Source: an optimization exercise on an open RTL-to-GDS flow (aim: small area, a short achievable clock period and few clock cycles per item). Production flows keep margins and buffers that such runs may drop.
Function was checked by simulation only, so behaviour that the tests miss may differ from the original.
Power and IR drop assume default switching activity.

[flow/design.v]
module fc_stream_layer #(
    parameter int unsigned N       = 16,
    parameter int unsigned Q       = 12,
    parameter int unsigned IN_LEN  = 8,
    parameter int unsigned OUT_LEN = 4,
    parameter int unsigned RELU    = 1
) (
    input  logic                clk,
    input  logic                global_rst,
    input  logic                ce,
    input  logic signed [N-1:0] data_in,
    input  logic                valid_in,
    input  logic                end_in,
    output logic                in_ready,
    input  logic                w_we,
    input  logic [7:0]          w_addr,
    input  logic [N-1:0]        w_data,
    output logic signed [N-1:0] data_out,
    output logic                valid_op,
    output logic                end_op,
    output logic                overflow
);
    localparam int unsigned ACC_W = 35;
    localparam logic [ACC_W-1:0] CMASK = 35'h5554ffff;   
    logic [15:0] wram [36];
    always_ff @(posedge clk) begin
        if (w_we && !global_rst && w_addr < 8'd36)
            wram[w_addr[5:0]] <= w_data;
    end
    logic [7:0]  one, two, neg;
    logic        first_q;    
    logic        last_q;     
    logic [2:0]  cnt;        
    logic        accept, ending;
    logic [2:0]  xb [8];
    assign accept = ce && valid_in && in_ready && !global_rst;
    assign ending = accept && (end_in || cnt == 3'd7);
    always_comb begin
        for (int k = 0; k < 8; k++)
            xb[k] = {data_in[2*k+1], data_in[2*k], (k == 0) ? 1'b0 : data_in[2*k-1]};
    end
    always_ff @(posedge clk) begin
        for (int k = 0; k < 8; k++) begin
            one[k] <= accept & (xb[k][1] ^ xb[k][0]);
            two[k] <= accept & ((xb[k] == 3'b100) | (xb[k] == 3'b011));
            neg[k] <= accept & xb[k][2];
        end
        first_q <= accept && (cnt == 3'd0);
        last_q  <= ending;
        if (global_rst)
            cnt <= '0;
        else if (accept)
            cnt <= ending ? 3'd0 : cnt + 3'd1;
    end
    logic [ACC_W-1:0] acc_s [4];
    logic [ACC_W-1:0] acc_c [4];
    for (genvar j = 0; j < 4; j++) begin : g_mac
        logic [15:0] wt;         
        logic [15:0] bias;
        logic [ACC_W-1:0] si, ci, so, co;
        always_ff @(posedge clk)
            wt <= wram[j * 8 + int'(cnt)];
        assign bias = wram[32 + j];
        assign si = first_q ? {{7{bias[15]}}, bias, 12'd0} : acc_s[j];
        assign ci = first_q ? '0 : (acc_c[j] & CMASK);
        logic [16:0] we;
        assign we = {wt[15], wt};
        logic [16:0] pp0;
        logic [16:0] pp1;
        logic [16:0] pp2;
        logic [16:0] pp3;
        logic [16:0] pp4;
        logic [16:0] pp5;
        logic [16:0] pp6;
        logic [16:0] pp7;
        assign pp0 = ({17{one[0]}} & we | {17{two[0]}} & {we[15:0], 1'b0}) ^ {17{neg[0]}};
        assign pp1 = ({17{one[1]}} & we | {17{two[1]}} & {we[15:0], 1'b0}) ^ {17{neg[1]}};
        assign pp2 = ({17{one[2]}} & we | {17{two[2]}} & {we[15:0], 1'b0}) ^ {17{neg[2]}};
        assign pp3 = ({17{one[3]}} & we | {17{two[3]}} & {we[15:0], 1'b0}) ^ {17{neg[3]}};
        assign pp4 = ({17{one[4]}} & we | {17{two[4]}} & {we[15:0], 1'b0}) ^ {17{neg[4]}};
        assign pp5 = ({17{one[5]}} & we | {17{two[5]}} & {we[15:0], 1'b0}) ^ {17{neg[5]}};
        assign pp6 = ({17{one[6]}} & we | {17{two[6]}} & {we[15:0], 1'b0}) ^ {17{neg[6]}};
        assign pp7 = ({17{one[7]}} & we | {17{two[7]}} & {we[15:0], 1'b0}) ^ {17{neg[7]}};
        logic c2, c4, c6, c8, c10, c12, c14, c16, c18, c20, c22, c24, c26, c28, c30, c32;
        logic c34, c36, c38, c40, c42, c44, c46, c48, c50, c52, c54, c56, c58, c60, c62, c64;
        logic c66, c68, c70, c72, c74, c76, c78, c80, c82, c84, c86, c88, c90, c92, c94, c96;
        logic c98, c100, c102, c104, c106, c108, c110, c112, c114, c116, c118, c120, c122, c124, c126, c128;
        logic c130, c132, c134, c136, c138, c140, c142, c144, c146, c148, c150, c152, c154, c156, c158, c160;
        logic c162, c164, c166, c168, c170, c172, c174, c176, c178, c180, c182, c184, c186, c188, c190, c192;
        logic c194, c196, c198, c200, c202, c204, c206, c208, c210, c212, c214, c216, c218, c220, c222, c224;
        logic c226, c228, c230, c232, c234, c236, c238, c240, c242, c244, c246, c248, c250, c252, c254, c256;
        logic c258, c260, c262, c264, c266, c268, c270, c272, c274, c276, c278, c280, c282, c284, c286, c288;
        logic c290, c292, c294, c296, c298, c300, c302, c304, c306, c308, c310, c312, c314, c316, c318, c320;
        logic c322, c324, c326, c328, c330, c332, s1, s3, s5, s7, s9, s11, s13, s15, s17, s19;
        logic s21, s23, s25, s27, s29, s31, s33, s35, s37, s39, s41, s43, s45, s47, s49, s51;
        logic s53, s55, s57, s59, s61, s63, s65, s67, s69, s71, s73, s75, s77, s79, s81, s83;
        logic s85, s87, s89, s91, s93, s95, s97, s99, s101, s103, s105, s107, s109, s111, s113, s115;
        logic s117, s119, s121, s123, s125, s127, s129, s131, s133, s135, s137, s139, s141, s143, s145, s147;
        logic s149, s151, s153, s155, s157, s159, s161, s163, s165, s167, s169, s171, s173, s175, s177, s179;
        logic s181, s183, s185, s187, s189, s191, s193, s195, s197, s199, s201, s203, s205, s207, s209, s211;
        logic s213, s215, s217, s219, s221, s223, s225, s227, s229, s231, s233, s235, s237, s239, s241, s243;
        logic s245, s247, s249, s251, s253, s255, s257, s259, s261, s263, s265, s267, s269, s271, s273, s275;
        logic s277, s279, s281, s283, s285, s287, s289, s291, s293, s295, s297, s299, s301, s303, s305, s307;
        logic s309, s311, s313, s315, s317, s319, s321, s323, s325, s327, s329, s331;
        fc_stream_fa u_s1 (.a(neg[0]), .b(si[0]), .c(ci[0]), .s(s1), .co(c2));
        fc_stream_fa u_s3 (.a(si[1]), .b(ci[1]), .c(pp0[1]), .s(s3), .co(c4));
        fc_stream_fa u_s5 (.a(neg[1]), .b(si[2]), .c(ci[2]), .s(s5), .co(c6));
        fc_stream_fa u_s7 (.a(pp0[2]), .b(pp1[0]), .c(s5), .s(s7), .co(c8));
        fc_stream_fa u_s9 (.a(si[3]), .b(ci[3]), .c(pp0[3]), .s(s9), .co(c10));
        fc_stream_fa u_s11 (.a(pp1[1]), .b(c6), .c(s9), .s(s11), .co(c12));
        fc_stream_fa u_s13 (.a(neg[2]), .b(si[4]), .c(ci[4]), .s(s13), .co(c14));
        fc_stream_fa u_s15 (.a(pp0[4]), .b(pp1[2]), .c(pp2[0]), .s(s15), .co(c16));
        fc_stream_fa u_s17 (.a(s13), .b(c10), .c(s15), .s(s17), .co(c18));
        fc_stream_fa u_s19 (.a(si[5]), .b(ci[5]), .c(pp0[5]), .s(s19), .co(c20));
        fc_stream_fa u_s21 (.a(pp1[3]), .b(pp2[1]), .c(c14), .s(s21), .co(c22));
        fc_stream_fa u_s23 (.a(c16), .b(s19), .c(s21), .s(s23), .co(c24));
        fc_stream_fa u_s25 (.a(neg[3]), .b(si[6]), .c(ci[6]), .s(s25), .co(c26));
        fc_stream_fa u_s27 (.a(pp0[6]), .b(pp1[4]), .c(pp2[2]), .s(s27), .co(c28));
        fc_stream_fa u_s29 (.a(pp3[0]), .b(s25), .c(c20), .s(s29), .co(c30));
        fc_stream_fa u_s31 (.a(c22), .b(s27), .c(s29), .s(s31), .co(c32));
        fc_stream_fa u_s33 (.a(si[7]), .b(ci[7]), .c(pp0[7]), .s(s33), .co(c34));
        fc_stream_fa u_s35 (.a(pp1[5]), .b(pp2[3]), .c(pp3[1]), .s(s35), .co(c36));
        fc_stream_fa u_s37 (.a(c26), .b(c28), .c(s33), .s(s37), .co(c38));
        fc_stream_fa u_s39 (.a(s35), .b(c30), .c(s37), .s(s39), .co(c40));
        fc_stream_fa u_s41 (.a(neg[4]), .b(si[8]), .c(ci[8]), .s(s41), .co(c42));
        fc_stream_fa u_s43 (.a(pp0[8]), .b(pp1[6]), .c(pp2[4]), .s(s43), .co(c44));
        fc_stream_fa u_s45 (.a(pp3[2]), .b(pp4[0]), .c(s41), .s(s45), .co(c46));
        fc_stream_fa u_s47 (.a(c34), .b(c36), .c(s43), .s(s47), .co(c48));
        fc_stream_fa u_s49 (.a(s45), .b(c38), .c(s47), .s(s49), .co(c50));
        fc_stream_fa u_s51 (.a(si[9]), .b(ci[9]), .c(pp0[9]), .s(s51), .co(c52));
        fc_stream_fa u_s53 (.a(pp1[7]), .b(pp2[5]), .c(pp3[3]), .s(s53), .co(c54));
        fc_stream_fa u_s55 (.a(pp4[1]), .b(c42), .c(c44), .s(s55), .co(c56));
        fc_stream_fa u_s57 (.a(s51), .b(s53), .c(c46), .s(s57), .co(c58));
        fc_stream_fa u_s59 (.a(s55), .b(c48), .c(s57), .s(s59), .co(c60));
        fc_stream_fa u_s61 (.a(neg[5]), .b(si[10]), .c(ci[10]), .s(s61), .co(c62));
        fc_stream_fa u_s63 (.a(pp0[10]), .b(pp1[8]), .c(pp2[6]), .s(s63), .co(c64));
        fc_stream_fa u_s65 (.a(pp3[4]), .b(pp4[2]), .c(pp5[0]), .s(s65), .co(c66));
        fc_stream_fa u_s67 (.a(s61), .b(c52), .c(c54), .s(s67), .co(c68));
        fc_stream_fa u_s69 (.a(s63), .b(s65), .c(c56), .s(s69), .co(c70));
        fc_stream_fa u_s71 (.a(s67), .b(c58), .c(s69), .s(s71), .co(c72));
        fc_stream_fa u_s73 (.a(si[11]), .b(ci[11]), .c(pp0[11]), .s(s73), .co(c74));
        fc_stream_fa u_s75 (.a(pp1[9]), .b(pp2[7]), .c(pp3[5]), .s(s75), .co(c76));
        fc_stream_fa u_s77 (.a(pp4[3]), .b(pp5[1]), .c(c62), .s(s77), .co(c78));
        fc_stream_fa u_s79 (.a(c64), .b(c66), .c(s73), .s(s79), .co(c80));
        fc_stream_fa u_s81 (.a(s75), .b(s77), .c(c68), .s(s81), .co(c82));
        fc_stream_fa u_s83 (.a(s79), .b(c70), .c(s81), .s(s83), .co(c84));
        fc_stream_fa u_s85 (.a(neg[6]), .b(si[12]), .c(ci[12]), .s(s85), .co(c86));
        fc_stream_fa u_s87 (.a(pp0[12]), .b(pp1[10]), .c(pp2[8]), .s(s87), .co(c88));
        fc_stream_fa u_s89 (.a(pp3[6]), .b(pp4[4]), .c(pp5[2]), .s(s89), .co(c90));
        fc_stream_fa u_s91 (.a(pp6[0]), .b(s85), .c(c74), .s(s91), .co(c92));
        fc_stream_fa u_s93 (.a(c76), .b(c78), .c(s87), .s(s93), .co(c94));
        fc_stream_fa u_s95 (.a(s89), .b(s91), .c(c80), .s(s95), .co(c96));
        fc_stream_fa u_s97 (.a(s93), .b(c82), .c(s95), .s(s97), .co(c98));
        fc_stream_fa u_s99 (.a(si[13]), .b(ci[13]), .c(pp0[13]), .s(s99), .co(c100));
        fc_stream_fa u_s101 (.a(pp1[11]), .b(pp2[9]), .c(pp3[7]), .s(s101), .co(c102));
        fc_stream_fa u_s103 (.a(pp4[5]), .b(pp5[3]), .c(pp6[1]), .s(s103), .co(c104));
        fc_stream_fa u_s105 (.a(c86), .b(c88), .c(c90), .s(s105), .co(c106));
        fc_stream_fa u_s107 (.a(s99), .b(s101), .c(s103), .s(s107), .co(c108));
        fc_stream_fa u_s109 (.a(c92), .b(c94), .c(s105), .s(s109), .co(c110));
        fc_stream_fa u_s111 (.a(s107), .b(c96), .c(s109), .s(s111), .co(c112));
        fc_stream_fa u_s113 (.a(neg[7]), .b(si[14]), .c(ci[14]), .s(s113), .co(c114));
        fc_stream_fa u_s115 (.a(pp0[14]), .b(pp1[12]), .c(pp2[10]), .s(s115), .co(c116));
        fc_stream_fa u_s117 (.a(pp3[8]), .b(pp4[6]), .c(pp5[4]), .s(s117), .co(c118));
        fc_stream_fa u_s119 (.a(pp6[2]), .b(pp7[0]), .c(s113), .s(s119), .co(c120));
        fc_stream_fa u_s121 (.a(c100), .b(c102), .c(c104), .s(s121), .co(c122));
        fc_stream_fa u_s123 (.a(s115), .b(s117), .c(s119), .s(s123), .co(c124));
        fc_stream_fa u_s125 (.a(c106), .b(c108), .c(s121), .s(s125), .co(c126));
        fc_stream_fa u_s127 (.a(s123), .b(c110), .c(s125), .s(s127), .co(c128));
        fc_stream_fa u_s129 (.a(si[15]), .b(ci[15]), .c(pp0[15]), .s(s129), .co(c130));
        fc_stream_fa u_s131 (.a(pp1[13]), .b(pp2[11]), .c(pp3[9]), .s(s131), .co(c132));
        fc_stream_fa u_s133 (.a(pp4[7]), .b(pp5[5]), .c(pp6[3]), .s(s133), .co(c134));
        fc_stream_fa u_s135 (.a(pp7[1]), .b(c114), .c(c116), .s(s135), .co(c136));
        fc_stream_fa u_s137 (.a(c118), .b(s129), .c(s131), .s(s137), .co(c138));
        fc_stream_fa u_s139 (.a(s133), .b(c120), .c(c122), .s(s139), .co(c140));
        fc_stream_fa u_s141 (.a(s135), .b(s137), .c(c124), .s(s141), .co(c142));
        fc_stream_fa u_s143 (.a(s139), .b(c126), .c(s141), .s(s143), .co(c144));
        assign s145 = ~si[16];
        assign c146 = si[16];
        fc_stream_fa u_s147 (.a(s145), .b(~pp0[16]), .c(pp1[14]), .s(s147), .co(c148));
        fc_stream_fa u_s149 (.a(pp2[12]), .b(pp3[10]), .c(pp4[8]), .s(s149), .co(c150));
        fc_stream_fa u_s151 (.a(pp5[6]), .b(pp6[4]), .c(pp7[2]), .s(s151), .co(c152));
        fc_stream_fa u_s153 (.a(c130), .b(c132), .c(c134), .s(s153), .co(c154));
        fc_stream_fa u_s155 (.a(s147), .b(s149), .c(s151), .s(s155), .co(c156));
        fc_stream_fa u_s157 (.a(c136), .b(c138), .c(s153), .s(s157), .co(c158));
        fc_stream_fa u_s159 (.a(s155), .b(c140), .c(c142), .s(s159), .co(c160));
        fc_stream_fa u_s161 (.a(s157), .b(s159), .c(c144), .s(s161), .co(c162));
        assign s163 = ~si[17];
        assign c164 = si[17];
        fc_stream_fa u_s165 (.a(c146), .b(s163), .c(pp1[15]), .s(s165), .co(c166));
        fc_stream_fa u_s167 (.a(pp2[13]), .b(pp3[11]), .c(pp4[9]), .s(s167), .co(c168));
        fc_stream_fa u_s169 (.a(pp5[7]), .b(pp6[5]), .c(pp7[3]), .s(s169), .co(c170));
        fc_stream_fa u_s171 (.a(c148), .b(c150), .c(c152), .s(s171), .co(c172));
        fc_stream_fa u_s173 (.a(s165), .b(s167), .c(s169), .s(s173), .co(c174));
        fc_stream_fa u_s175 (.a(c154), .b(c156), .c(s171), .s(s175), .co(c176));
        fc_stream_fa u_s177 (.a(s173), .b(c158), .c(s175), .s(s177), .co(c178));
        fc_stream_fa u_s179 (.a(c160), .b(s177), .c(c162), .s(s179), .co(c180));
        fc_stream_fa u_s181 (.a(si[18]), .b(ci[18]), .c(c164), .s(s181), .co(c182));
        fc_stream_fa u_s183 (.a(~pp1[16]), .b(pp2[14]), .c(pp3[12]), .s(s183), .co(c184));
        fc_stream_fa u_s185 (.a(pp4[10]), .b(pp5[8]), .c(pp6[6]), .s(s185), .co(c186));
        fc_stream_fa u_s187 (.a(pp7[4]), .b(s181), .c(c166), .s(s187), .co(c188));
        fc_stream_fa u_s189 (.a(c168), .b(c170), .c(s183), .s(s189), .co(c190));
        fc_stream_fa u_s191 (.a(s185), .b(s187), .c(c172), .s(s191), .co(c192));
        fc_stream_fa u_s193 (.a(c174), .b(s189), .c(s191), .s(s193), .co(c194));
        fc_stream_fa u_s195 (.a(c176), .b(s193), .c(c178), .s(s195), .co(c196));
        assign s197 = ~si[19];
        assign c198 = si[19];
        fc_stream_fa u_s199 (.a(s197), .b(pp2[15]), .c(pp3[13]), .s(s199), .co(c200));
        fc_stream_fa u_s201 (.a(pp4[11]), .b(pp5[9]), .c(pp6[7]), .s(s201), .co(c202));
        fc_stream_fa u_s203 (.a(pp7[5]), .b(c182), .c(c184), .s(s203), .co(c204));
        fc_stream_fa u_s205 (.a(c186), .b(s199), .c(s201), .s(s205), .co(c206));
        fc_stream_fa u_s207 (.a(c188), .b(s203), .c(c190), .s(s207), .co(c208));
        fc_stream_fa u_s209 (.a(s205), .b(c192), .c(s207), .s(s209), .co(c210));
        fc_stream_fa u_s211 (.a(c194), .b(s209), .c(c196), .s(s211), .co(c212));
        fc_stream_fa u_s213 (.a(si[20]), .b(ci[20]), .c(c198), .s(s213), .co(c214));
        fc_stream_fa u_s215 (.a(~pp2[16]), .b(pp3[14]), .c(pp4[12]), .s(s215), .co(c216));
        fc_stream_fa u_s217 (.a(pp5[10]), .b(pp6[8]), .c(pp7[6]), .s(s217), .co(c218));
        fc_stream_fa u_s219 (.a(s213), .b(c200), .c(c202), .s(s219), .co(c220));
        fc_stream_fa u_s221 (.a(s215), .b(s217), .c(c204), .s(s221), .co(c222));
        fc_stream_fa u_s223 (.a(c206), .b(s219), .c(s221), .s(s223), .co(c224));
        fc_stream_fa u_s225 (.a(c208), .b(s223), .c(c210), .s(s225), .co(c226));
        assign s227 = ~si[21];
        assign c228 = si[21];
        fc_stream_fa u_s229 (.a(s227), .b(pp3[15]), .c(pp4[13]), .s(s229), .co(c230));
        fc_stream_fa u_s231 (.a(pp5[11]), .b(pp6[9]), .c(pp7[7]), .s(s231), .co(c232));
        fc_stream_fa u_s233 (.a(c214), .b(c216), .c(c218), .s(s233), .co(c234));
        fc_stream_fa u_s235 (.a(s229), .b(s231), .c(c220), .s(s235), .co(c236));
        fc_stream_fa u_s237 (.a(s233), .b(c222), .c(s235), .s(s237), .co(c238));
        fc_stream_fa u_s239 (.a(c224), .b(s237), .c(c226), .s(s239), .co(c240));
        fc_stream_fa u_s241 (.a(si[22]), .b(ci[22]), .c(c228), .s(s241), .co(c242));
        fc_stream_fa u_s243 (.a(~pp3[16]), .b(pp4[14]), .c(pp5[12]), .s(s243), .co(c244));
        fc_stream_fa u_s245 (.a(pp6[10]), .b(pp7[8]), .c(s241), .s(s245), .co(c246));
        fc_stream_fa u_s247 (.a(c230), .b(c232), .c(s243), .s(s247), .co(c248));
        fc_stream_fa u_s249 (.a(s245), .b(c234), .c(s247), .s(s249), .co(c250));
        fc_stream_fa u_s251 (.a(c236), .b(s249), .c(c238), .s(s251), .co(c252));
        assign s253 = ~si[23];
        assign c254 = si[23];
        fc_stream_fa u_s255 (.a(s253), .b(pp4[15]), .c(pp5[13]), .s(s255), .co(c256));
        fc_stream_fa u_s257 (.a(pp6[11]), .b(pp7[9]), .c(c242), .s(s257), .co(c258));
        fc_stream_fa u_s259 (.a(c244), .b(s255), .c(s257), .s(s259), .co(c260));
        fc_stream_fa u_s261 (.a(c246), .b(c248), .c(s259), .s(s261), .co(c262));
        fc_stream_fa u_s263 (.a(c250), .b(s261), .c(c252), .s(s263), .co(c264));
        fc_stream_fa u_s265 (.a(si[24]), .b(ci[24]), .c(c254), .s(s265), .co(c266));
        fc_stream_fa u_s267 (.a(~pp4[16]), .b(pp5[14]), .c(pp6[12]), .s(s267), .co(c268));
        fc_stream_fa u_s269 (.a(pp7[10]), .b(s265), .c(c256), .s(s269), .co(c270));
        fc_stream_fa u_s271 (.a(c258), .b(s267), .c(s269), .s(s271), .co(c272));
        fc_stream_fa u_s273 (.a(c260), .b(s271), .c(c262), .s(s273), .co(c274));
        assign s275 = ~si[25];
        assign c276 = si[25];
        fc_stream_fa u_s277 (.a(s275), .b(pp5[15]), .c(pp6[13]), .s(s277), .co(c278));
        fc_stream_fa u_s279 (.a(pp7[11]), .b(c266), .c(c268), .s(s279), .co(c280));
        fc_stream_fa u_s281 (.a(s277), .b(c270), .c(s279), .s(s281), .co(c282));
        fc_stream_fa u_s283 (.a(c272), .b(s281), .c(c274), .s(s283), .co(c284));
        fc_stream_fa u_s285 (.a(si[26]), .b(ci[26]), .c(c276), .s(s285), .co(c286));
        fc_stream_fa u_s287 (.a(~pp5[16]), .b(pp6[14]), .c(pp7[12]), .s(s287), .co(c288));
        fc_stream_fa u_s289 (.a(s285), .b(c278), .c(s287), .s(s289), .co(c290));
        fc_stream_fa u_s291 (.a(c280), .b(s289), .c(c282), .s(s291), .co(c292));
        assign s293 = ~si[27];
        assign c294 = si[27];
        fc_stream_fa u_s295 (.a(s293), .b(pp6[15]), .c(pp7[13]), .s(s295), .co(c296));
        fc_stream_fa u_s297 (.a(c286), .b(c288), .c(s295), .s(s297), .co(c298));
        fc_stream_fa u_s299 (.a(c290), .b(s297), .c(c292), .s(s299), .co(c300));
        fc_stream_fa u_s301 (.a(si[28]), .b(ci[28]), .c(c294), .s(s301), .co(c302));
        fc_stream_fa u_s303 (.a(~pp6[16]), .b(pp7[14]), .c(s301), .s(s303), .co(c304));
        fc_stream_fa u_s305 (.a(c296), .b(s303), .c(c298), .s(s305), .co(c306));
        assign s307 = ~si[29];
        assign c308 = si[29];
        fc_stream_fa u_s309 (.a(s307), .b(pp7[15]), .c(c302), .s(s309), .co(c310));
        fc_stream_fa u_s311 (.a(s309), .b(c304), .c(c306), .s(s311), .co(c312));
        fc_stream_fa u_s313 (.a(si[30]), .b(ci[30]), .c(c308), .s(s313), .co(c314));
        fc_stream_fa u_s315 (.a(~pp7[16]), .b(s313), .c(c310), .s(s315), .co(c316));
        assign s317 = ~si[31];
        assign c318 = si[31];
        fc_stream_fa u_s319 (.a(s317), .b(c314), .c(c316), .s(s319), .co(c320));
        assign s321 = ~si[32];
        assign c322 = si[32];
        fc_stream_fa u_s323 (.a(c318), .b(s321), .c(c320), .s(s323), .co(c324));
        assign s325 = ~si[33];
        assign c326 = si[33];
        fc_stream_fa u_s327 (.a(c322), .b(s325), .c(c324), .s(s327), .co(c328));
        assign s329 = ~si[34];
        assign c330 = si[34];
        fc_stream_fa u_s331 (.a(c326), .b(s329), .c(c328), .s(s331), .co(c332));
        assign so[0] = pp0[0];
        assign co[0] = s1;
        assign so[1] = c2;
        assign co[1] = s3;
        assign so[2] = c4;
        assign co[2] = s7;
        assign so[3] = c8;
        assign co[3] = s11;
        assign so[4] = c12;
        assign co[4] = s17;
        assign so[5] = c18;
        assign co[5] = s23;
        assign so[6] = c24;
        assign co[6] = s31;
        assign so[7] = c32;
        assign co[7] = s39;
        assign so[8] = c40;
        assign co[8] = s49;
        assign so[9] = c50;
        assign co[9] = s59;
        assign so[10] = c60;
        assign co[10] = s71;
        assign so[11] = c72;
        assign co[11] = s83;
        assign so[12] = c84;
        assign co[12] = s97;
        assign so[13] = c98;
        assign co[13] = s111;
        assign so[14] = c112;
        assign co[14] = s127;
        assign so[15] = c128;
        assign co[15] = s143;
        assign so[16] = s161;
        assign co[16] = 1'b0;
        assign so[17] = s179;
        assign co[17] = 1'b0;
        assign so[18] = c180;
        assign co[18] = s195;
        assign so[19] = s211;
        assign co[19] = 1'b0;
        assign so[20] = c212;
        assign co[20] = s225;
        assign so[21] = s239;
        assign co[21] = 1'b0;
        assign so[22] = c240;
        assign co[22] = s251;
        assign so[23] = s263;
        assign co[23] = 1'b0;
        assign so[24] = c264;
        assign co[24] = s273;
        assign so[25] = s283;
        assign co[25] = 1'b0;
        assign so[26] = c284;
        assign co[26] = s291;
        assign so[27] = s299;
        assign co[27] = 1'b0;
        assign so[28] = c300;
        assign co[28] = s305;
        assign so[29] = s311;
        assign co[29] = 1'b0;
        assign so[30] = c312;
        assign co[30] = s315;
        assign so[31] = s319;
        assign co[31] = 1'b0;
        assign so[32] = s323;
        assign co[32] = 1'b0;
        assign so[33] = s327;
        assign co[33] = 1'b0;
        assign so[34] = s331;
        assign co[34] = 1'b0;
        always_ff @(posedge clk) begin
            acc_s[j] <= so;
            acc_c[j] <= co;
        end
    end
    logic [14:0] res [4];
    for (genvar j = 0; j < 4; j++) begin : g_res
        logic [ACC_W-1:0] full;
        assign full = acc_s[j] + (acc_c[j] & CMASK);
        assign res[j] = full[34] ? 15'd0 : (|full[33:27]) ? 15'h7fff : full[26:12];
    end
    logic        pend;       
    logic [2:0]  bcnt;       
    logic [14:0] ob0;        
    logic [14:0] ob1, ob2, ob3;
    logic        xfer, deliver;
    logic        pend_next;
    logic [2:0]  bcnt_next;
    assign xfer    = pend && (bcnt == 3'd0);
    assign deliver = ce && (bcnt != 3'd0);
    always_comb begin
        pend_next = last_q || (pend && !xfer);
        if (xfer)
            bcnt_next = ce ? 3'd3 : 3'd4;
        else if (deliver)
            bcnt_next = bcnt - 3'd1;
        else
            bcnt_next = bcnt;
    end
    always_ff @(posedge clk) begin
        if (xfer) begin
            ob0 <= res[0];
            ob1 <= res[1];
            ob2 <= res[2];
            ob3 <= res[3];
        end else if (deliver && bcnt != 3'd4) begin
            ob0 <= ob1;
            ob1 <= ob2;
            ob2 <= ob3;
        end
        end_op <= !xfer && (bcnt == 3'd1);
    end
    always_ff @(posedge clk) begin
        if (global_rst) begin
            pend     <= 1'b0;
            bcnt     <= '0;
            valid_op <= 1'b0;
            overflow <= 1'b0;
            in_ready <= 1'b1;
        end else begin
            pend     <= pend_next;
            bcnt     <= bcnt_next;
            valid_op <= ce && (xfer || bcnt != 3'd0);
            if (ce && valid_in && !in_ready)
                overflow <= 1'b1;
            in_ready <= !((pend_next || ending) && (bcnt_next != 3'd0))
                     && !(ending && pend_next);
        end
    end
    assign data_out = {1'b0, ob0};
endmodule
module fc_stream_fa (
    input  logic a, b, c,
    output logic s, co
);
    assign s  = a ^ b ^ c;
    assign co = (a & b) | (a & c) | (b & c);
endmodule
[flow/flow/run.sh]
#!/bin/bash
# The standard layout, with ORFS's setup repair aiming well below the 12 ns
# clock (the constraints themselves are unchanged): SETUP_SLACK_MARGIN asks
# repair_timing for that much spare slack on every path.
set -euo pipefail
export SETUP_SLACK_MARGIN=8.4
bash standard.sh > standard.log 2>&1
[flow/standard.sh]
#!/bin/bash
# synth_recipe.tcl (not shown) runs the flow's synth.tcl, then flattens the netlist and writes it again
# the make line also repeats each setting of config.mk as NAME=value (left out here)
make -C /OpenROAD-flow-scripts/flow DESIGN_CONFIG=/design/flow/config.mk WORK_HOME=/design/flow/orfs CLKGATE_MAP_FILE= SYNTH_SCRIPT=/design/flow/synth_recipe.tcl "${@:-finish}"
[flow/config.mk]
export PLATFORM = sky130hd
export DESIGN_NAME = fc_stream_layer
export DESIGN_NICKNAME = fc_stream_layer
export VERILOG_FILES = /design/flow/design.v
export SDC_FILE = /design/flow/constraint.sdc
export NUM_CORES = 4
export LEC_CHECK = 0
export CAP_MARGIN = 20
export CORE_MARGIN = 2
export CORE_UTILIZATION = 40
export SLEW_MARGIN = 20
export SYNTH_HIERARCHICAL = 1
export SYNTH_MINIMUM_KEEP_SIZE = 0
[flow/constraint.sdc]
create_clock -name core_clock -period 12.0 [get_ports {clk}]
set_input_delay 2.4000 -clock core_clock [delete_from_list [all_inputs] [get_ports {clk}]]
set_output_delay 2.4000 -clock core_clock [all_outputs]
set_load 0.01 [all_outputs]
==> impl_metrics.yaml, run 1 <==
sta:
  grt_setup_unrepaired: "yes"
  fmaxAchievable_mhz: 243
  min_period_ps: 4110
  timing.slew.headroom_pct: 22.6
  worstMarginPinSlew_ps: 1160
  finalSetupTns_ps: 0
  slew_viol_final: 0
  whs_ps: 456
  hold_viol: 0
  finalCritPeriodShare_pct: 34.2
  worst_slack_ps: 7890
  fin_worst_skew_ps: 47.3
  finalSetupViolCount: 0
yosys:
  syn-num-nets: 5184
  ys_seq_area_share_pct: 43.2
  synth.cell_area_sq_um: 59600
  synth_edf_count: 636
  ys_types: 77
  yosys_warnings: 11
  syn_inst: 4414
  synth.avg_cell_area_sq_um: 13.5
  synth_ff_type: "edfxtp_1"
  ys_ff_latch: 969
  ys_async_sr_fraction_pct: 0
clock_network:
  clk_latency_ps: 750
  cts.sinks: 969
  htreeDepth: 3
  tritoncts: "done"
  clk_pin_slew_ps: 60
  cts_buffers: 103
  clockRootBuffer: "clkbuf_16"
  hold_buffers: 0
  cts_max_path_buffers: 3
setup_path:
  r2r_start: "first_q"
  worstPathCellList: "buf_12, buf_16, buf_4, buf_6, buf_6, and2_4, a21o_1, fa_2, fa_2, fa_2, fa_2, fa_2, fa_2, fa_1"
  path_class: "flop to flop"
  start_kind: "flop"
  crit_start: "first_q"
  slowest_stage: "fa_1"
  max_stage_delay_ps: 450
  cpLargestDelayFamily: "adder cells"
  crit_fanout: 6
  cp.arrival_ps: 4710
  path_buf_inv: 5
  crit_cells: 14
  worstSetupEndpoint: "acc_s[1][34]"
  ff2ff_path_depth: 14
  reg2reg_slack_ps: 7890
  r2r-end: "acc_s[1][34]"
  end_kind: "flop"
  crit_required_ps: 12600
  crit_top_cell: "fa_2"
floorplan:
  initial_core_util_pct: 40.3
  fp-row-count: 141
  die_h_um: 390
  io-pin-count: 66
  die_w_um: 390
  core_area_sq_um: 148000
  die_area_sq_um: 152000
route:
  drtIter0Drc: 4485
  via_per_inst: 6.00
  num_vias: 39200
  drcViolationCount: 0
  wirelength_um: 191000
  ant_nets: 0
  post_drt_wl_per_cell_um: 29.3
  drt-pass1-iter-count: 6
finish:
  multi_input_area_sq_um: 33200
  fill_cells: 12700
  synthToLayoutAreaGrowth_pct: 18.9
  final_core_util_pct: 48.0
  seq_area_sq_um: 25900
  drive_gt1_share_pct: 24.0
  fin_nets: 5273
  final_common_cell: "edfxtp_1"
  layoutNonFillerInstCount: 6526
  design_area_sq_um: 70900
  final_cell_mix: "edfxtp_1 (636), xnor2_1 (527), a22oi_1 (485), fa_1 (477), dfxtp_1 (256)"
place:
  pre_cts_ws_ps: 6380
  port_buffers: 64
  dpl_cell_area_sq_um: 62300
  globalplace.congestion: 0.860
  dp_hpwl_um: 107000
  dp.cells: 6078
grt:
  antenna_found_initial: 10
  grt_pass1_vias: 39900
  track_usage_pct: 24.7
  grt_max_degree: 68
  overflow: 0
  grt_pass1_wl_um: 276000
job:
  drv_cap: 0
power:
  p_leak_nw: 25.0
  powerDensity_nw_per_um2: 192
  peakVddDrop_v: 0.000132
  finalPower_mw: 13.6
hold_path:
  whs_path_depth: 2
  min_path_type: "flop to flop"
outcome:
  status: "no timing/DRC/antenna violations"
cell usage after synthesis (all sizes together) (5+ instances only):
cell | n | area, sq um
o21ai | 91 | 467
a211o | 6 | 52.6
or3 | 11 | 73.8
nand2b | 5 | 31.3
a31oi | 32 | 200
ha | 108 | 1350
nor3b | 6 | 45.0
mux2i | 28 | 280
nor2b | 145 | 907
mux2 | 100 | 1130
nand3b | 7 | 52.6
a211oi | 10 | 100
o21a | 10 | 75.1
a22oi | 501 | 3790
o22ai | 5 | 31.3
nand4 | 17 | 106
nor2 | 102 | 385
fa | 616 | 12300
mux4 | 128 | 2880
o211ai | 25 | 188
xor2 | 48 | 420
clkbuf | 332 | 1250
dfxtp | 333 | 6670
a21oi | 79 | 403
o21bai | 6 | 45.0
o31ai | 8 | 60.1
xnor2 | 529 | 4630
nand2 | 133 | 499
a21boi | 15 | 113
buf | 67 | 268
a21o | 42 | 315
a2111oi | 17 | 161
nor3 | 17 | 85.1
and3 | 12 | 75.1
a31o | 6 | 52.6
inv | 84 | 315
nand3 | 32 | 160
and2 | 18 | 113
edfxtp | 636 | 19100
cell type report:
class / count / area share [%]
multi-input combinational: 2961 / 46.8
sequential: 969 / 36.6
timing repair buffer: 382 / 7.66
clock buffer: 122 / 3.81
tap: 1930 / 3.41
clock inverter: 73 / 1.18
inverter: 85 / 0.487
timing repair inverter: 1 / 0.0229
antenna: 3 / 0.0106
cells by family after synthesis:
kind of cell	share of synthesized area [%]
flip-flops	43.2
AO/OA/AOI/OAI	10.5
adder cells (fa/ha/maj)	23.0
XOR/XNOR	8.48
AND/OR/NAND/NOR	4.52
buffers and inverters	3.07
multiplexers	7.20
other	0.00629
metal layers:
layer	GRT usage (%)	share of wire [%]	vias to the layer above
met5	0	0.0058	-
met4	8.15	4.0	2
met3	6.48	11	449
met2	36.6	43	2302
met1	35.3	42	20300
li1	-	-	16100
what timing repair did:
| action | 4_1_cts | 5_1_grt |
|---|---|---|
| resized for setup | 402 | 100 |
| setup buffers | 163 | 41 |
| pin swaps | 83 | 54 |
| cloned | 32 | 13 |
| endpoints found under the setup margin | 772 | 423 |
modules after synthesis, one instance, submodules excluded:
module,copies in the design,flip-flops and latches
fc_stream_layer,1,969
fc_stream_fa,616,0
power breakdown:
group / internal [mW] / total [mW] / switching [mW]
logic: 2.69 / 5.76 / 3.07
registers: 4.10 / 4.51 / 0.406
clock network: 1.87 / 3.33 / 1.46
total: 8.66 / 13.6 / 4.94
sequential cells by signal, indices dropped and copies added, names as in the netlist, 3 cells and up:
register,count
two,8
cnt,3
ob0,15
ob2,15
acc_s,140
g_mac.wt,64
ob1,15
wram,576
acc_c,92
ob3,15
neg,8
one,8
bcnt,3
worst min-delay path by stage:
stage / startpoint / end / slack (ps)
2_1_floorplan: last_q / pend / 440
3_3_place_gp: last_q / pend / 460
3_5_place_dp: overflow / overflow / 470
4_1_cts: last_q / pend / 460
5_1_grt: last_q / pend / 490
6_report: last_q / pend / 460
worst min-delay path: stages, from the launching register on:
cell	delay, ps
dfxtp_1	310
a21oi_1	50
nor2_1	80
Testbench counts, summed over its fixed seeds: cycles 8,232, frames 1,024.
==> run 2, diff against run 1 <==
--- a/flow/config.mk
+++ b/flow/config.mk
@@ -8,5 +8,8 @@
 export CAP_MARGIN = 20
 export CORE_MARGIN = 2
-export CORE_UTILIZATION = 40
+export CORE_UTILIZATION = 55
+export CTS_CLUSTER_DIAMETER = 80
+export CTS_CLUSTER_SIZE = 30
+export PLACE_DENSITY = 0.65
 export SLEW_MARGIN = 20
 export SYNTH_HIERARCHICAL = 1
==> run 2 against run 1 <==
Register-to-register slack hardly changed. Worst setup slack gained 3.3 ps. First-iteration DRC count up 0.80%. Wire length is 12% lower.
==> impl_metrics.yaml, run 2 <==
power:
  finalPower_mw: 12.2
  p_leak_nw: 23.5
  powerDensity_nw_per_um2: 182
  peakVddDrop_v: 0.000115
finish:
  final_cell_mix: "edfxtp_1 (636), xnor2_1 (529), a22oi_1 (493), fa_1 (480), dfxtp_1 (249)"
  fin_nets: 5163
  synthToLayoutAreaGrowth_pct: 12.5
  fill_cells: 7989
  final_common_cell: "edfxtp_1"
  drive_gt1_share_pct: 21.6
  largest_register_ffs: 576
  antennaDiodeCount: 0
  final_core_util_pct: 62.5
clock_network:
  clk_latency_ps: 720
  clk_pin_slew_ps: 110
  hold_buffers: 0
  cts_max_path_buffers: 3
  tritoncts: "done"
  clockRootBuffer: "clkbuf_16"
  cts.sinks: 969
  htreeDepth: 2
  cts_buffers: 50
setup_path:
  cp.arrival_ps: 4720
  crit_required_ps: 12620
  worstPathCellList: "buf_16, buf_16, mux2_4, fa_1, fa_1, fa_2, fa_2, fa_1, fa_2, fa_2"
  start_kind: "flop"
  cpLargestDelayFamily: "adder cells"
  end_kind: "flop"
  crit_fanout: 9
  path_class: "flop to flop"
  path_buf_inv: 2
  slowest_stage: "fa_2"
  crit_top_cell: "fa_2"
  max_stage_delay_ps: 520
job:
  drv_cap: 0
route:
  drcViolationCount: 0
  drt-pass1-iter-count: 7
  wirelength_um: 168000
  ant_nets: 0
  drtIter0Drc: 4521
  post_drt_wl_per_cell_um: 28.8
  via_per_inst: 6.47
  num_vias: 37800
grt:
  track_usage_pct: 30.5
  busiest_layer: "met2"
  grt_max_degree: 73
  overflow: 0
  antenna_found_initial: 6
  grtUsageMet1_pct: 44.7
  use_met3_pct: 5.65
  grt_pass1_vias: 38800
  use_met2_pct: 46.5
  grt_pass1_wl_um: 252000
yosys:
  yosysTopAreaCellShare_pct: 32.0
  synth.avg_cell_area_sq_um: 13.5
  ys_seq_area_share_pct: 43.2
  synthTopCellsByCount: "edfxtp_1 (636), fa_1 (616), xnor2_1 (529), a22oi_1 (496), dfxtp_1 (333)"
  syn-num-nets: 5184
  syn_inst: 4414
  synthTopCellsByArea: "edfxtp_1 (32%), fa_1 (21%), dfxtp_1 (11%)"
  yosysMostFrequentCell: "edfxtp_1"
  synth.cell_area_sq_um: 59600
  synth_ff_type: "edfxtp_1"
  ys_types: 77
  ys_async_sr_fraction_pct: 0
  ys_ff_latch: 969
  synth_top_cell_by_area: "edfxtp_1"
  yosys_warnings: 11
  synth_edf_count: 636
sta:
  worstMarginPinSlew_ps: 1130
  finalCritPeriodShare_pct: 34.2
  slew_viol_final: 0
  worst_slack_ps: 7900
  fin_worst_skew_ps: 49.3
  fmaxAchievable_mhz: 244
  hold_viol: 0
  grt_setup_unrepaired: "yes"
  finalSetupTns_ps: 0
  min_period_ps: 4100
  timing.slew.headroom_pct: 24.9
  finalSetupViolCount: 0
place:
  port_buffers: 64
  pre_cts_ws_ps: 6470
  dp_hpwl_um: 102000
  globalplace.congestion: 0.874
floorplan:
  fp-row-count: 120
  die_w_um: 333
  die_area_sq_um: 111000
  io-pin-count: 66
  core_area_sq_um: 107000
  die_h_um: 333
  initial_core_util_pct: 55.5
outcome:
  status: "no timing/DRC/antenna violations"
hold_path:
  min_path_type: "flop to flop"
run 2: cell count changes in the layout (fill, tap and decap cells not counted), sizes merged:
| cell | before | now |
|---|---|---|
| inv | 92 | 95 |
| clkbuf | 136 | 68 |
| clkdlybuf4s50 | 24 | 25 |
| buf | 322 | 293 |
| diode | 3 | 0 |
| clkinvlp | 13 | 0 |
| clkdlybuf4s15 | 1 | 0 |
| bufinv | 11 | 1 |
| clkinv | 43 | 20 |
| dlygate4sd2 | 1 | 0 |
| bufbuf | 19 | 2 |
run 2: worst register-to-register path, cell delays in order (launching register included):
cell and delay [ps]:
dfxtp_4 430, buf_16 160, buf_16 150, mux2_4 310, fa_1 500, fa_1 430, fa_2 360, fa_2 350
fa_1 460, fa_2 350, fa_2 520
run 2: timing repair:
item | in CTS | in global routing
setup endpoints to repair | 828 | 537
gates resized for setup | 354 | 92
setup buffers | 154 | 35
hold endpoints to repair | 0 | 0
pin swaps | 78 | 44
cloned | 12 | 3
run 2: logic make-up (layout without fill, tap and decap cells):
family,after synthesis,count (layout),share of synthesized area (%)
AO/OA/AOI/OAI,878,878,10.5
XOR/XNOR,577,577,8.48
adder cells (fa/ha/maj),724,724,23.0
buffers and inverters,484,505,3.07
flip-flops,969,969,43.2
multiplexers,256,256,7.20
other,1,1,0.00629
AND/OR/NAND/NOR,525,525,4.52
run 2: layout make-up:
type | count | area (sq um) | area share, %
multi-input cells | 2961 | 33200 | 49.5
flip-flops and latches | 969 | 25900 | 38.7
repair buffers | 326 | 4050 | 6.04
well taps | 1403 | 1760 | 2.62
clock buffers | 63 | 1320 | 1.97
clock inverters | 31 | 485 | 0.724
inverters | 85 | 345 | 0.515
run 2: power breakdown:
| part | internal, mW | switching [mW] | leakage, nW |
|---|---|---|---|
| sequential | 4.10 | 0.397 | 8.53 |
| combinational | 2.64 | 2.97 | 14.1 |
| clock | 0.881 | 1.23 | 0.861 |
run 2: modules after synthesis (local to each module, per instance):
module / cells inside / flops+latches
fc_stream_fa: 1 / 0
fc_stream_layer: 3798 / 969
run 2: metal layers:
metal | part of all wire, % | vias to the layer above
met5 | 0 | -
met4 | 3.1 | 0
met3 | 9.5 | 298
met2 | 45 | 2126
met1 | 42 | 19500
li1 | - | 15800
run 2: worst paths after layout:
check,start,endpoint,slack [ps],cells after the start
worst max-delay path,first_q,acc_s[1][17],7900,10
worst min-delay path,last_q,pend,480,2
worst max register to register,first_q,acc_s[1][17],7900,10
worst min register to register,last_q,pend,480,2
run 2: per-stage QoR:
| stage | cell area, sq um | std cells | hold slack (ps) |
|---|---|---|---|
| after global routing | 67000 | 5838 | 503 |
| after CTS | 66300 | 5799 | 483 |
| after detailed placement | 61500 | 5539 | 458 |
| final | 67000 | 5838 | 479 |
| after global placement | 61500 | 5539 | 456 |
| after floorplan | 60800 | 4414 | 435 |

separate check: timing with driven ports:
The flow's constraints put no driver on any port. The routed layouts listed below were extracted and timed again, unchanged, in two steps. Step 1 (the two cells are an assumption about what drives the block):
set clk [get_ports {clk}]
set_driving_cell -lib_cell sky130_fd_sc_hd__clkbuf_16 $clk
set_driving_cell -lib_cell sky130_fd_sc_hd__buf_2 [delete_from_list [all_inputs] $clk]
Step 2 moves the port delays by t, midway between the first and last clock arrival at a register: inputs arrive t later, outputs are due t later. That takes back most of the time a late clock gives input paths. a / b / c = no drivers / after step 1 / after step 2; a / b = the first two.
run | t, ns | setup WS [ns] | latest minus earliest clock arrival (ns) | worst data-port slew with drivers (ns) | cell pins on the clock port's net
run 1 | 0.811 | 7.892 / 7.892 / 7.608 | 0.047 / 0.048 | 0.06 | 1
run 2 | 0.772 | 7.895 / 7.895 / 7.729 | 0.051 / 0.051 | 0.05 | 1
After both steps setup and hold are still met in every run listed. The setup slack of run 1, which loses most, moves by 0.000 ns with the drivers and by -0.284 ns with both steps.
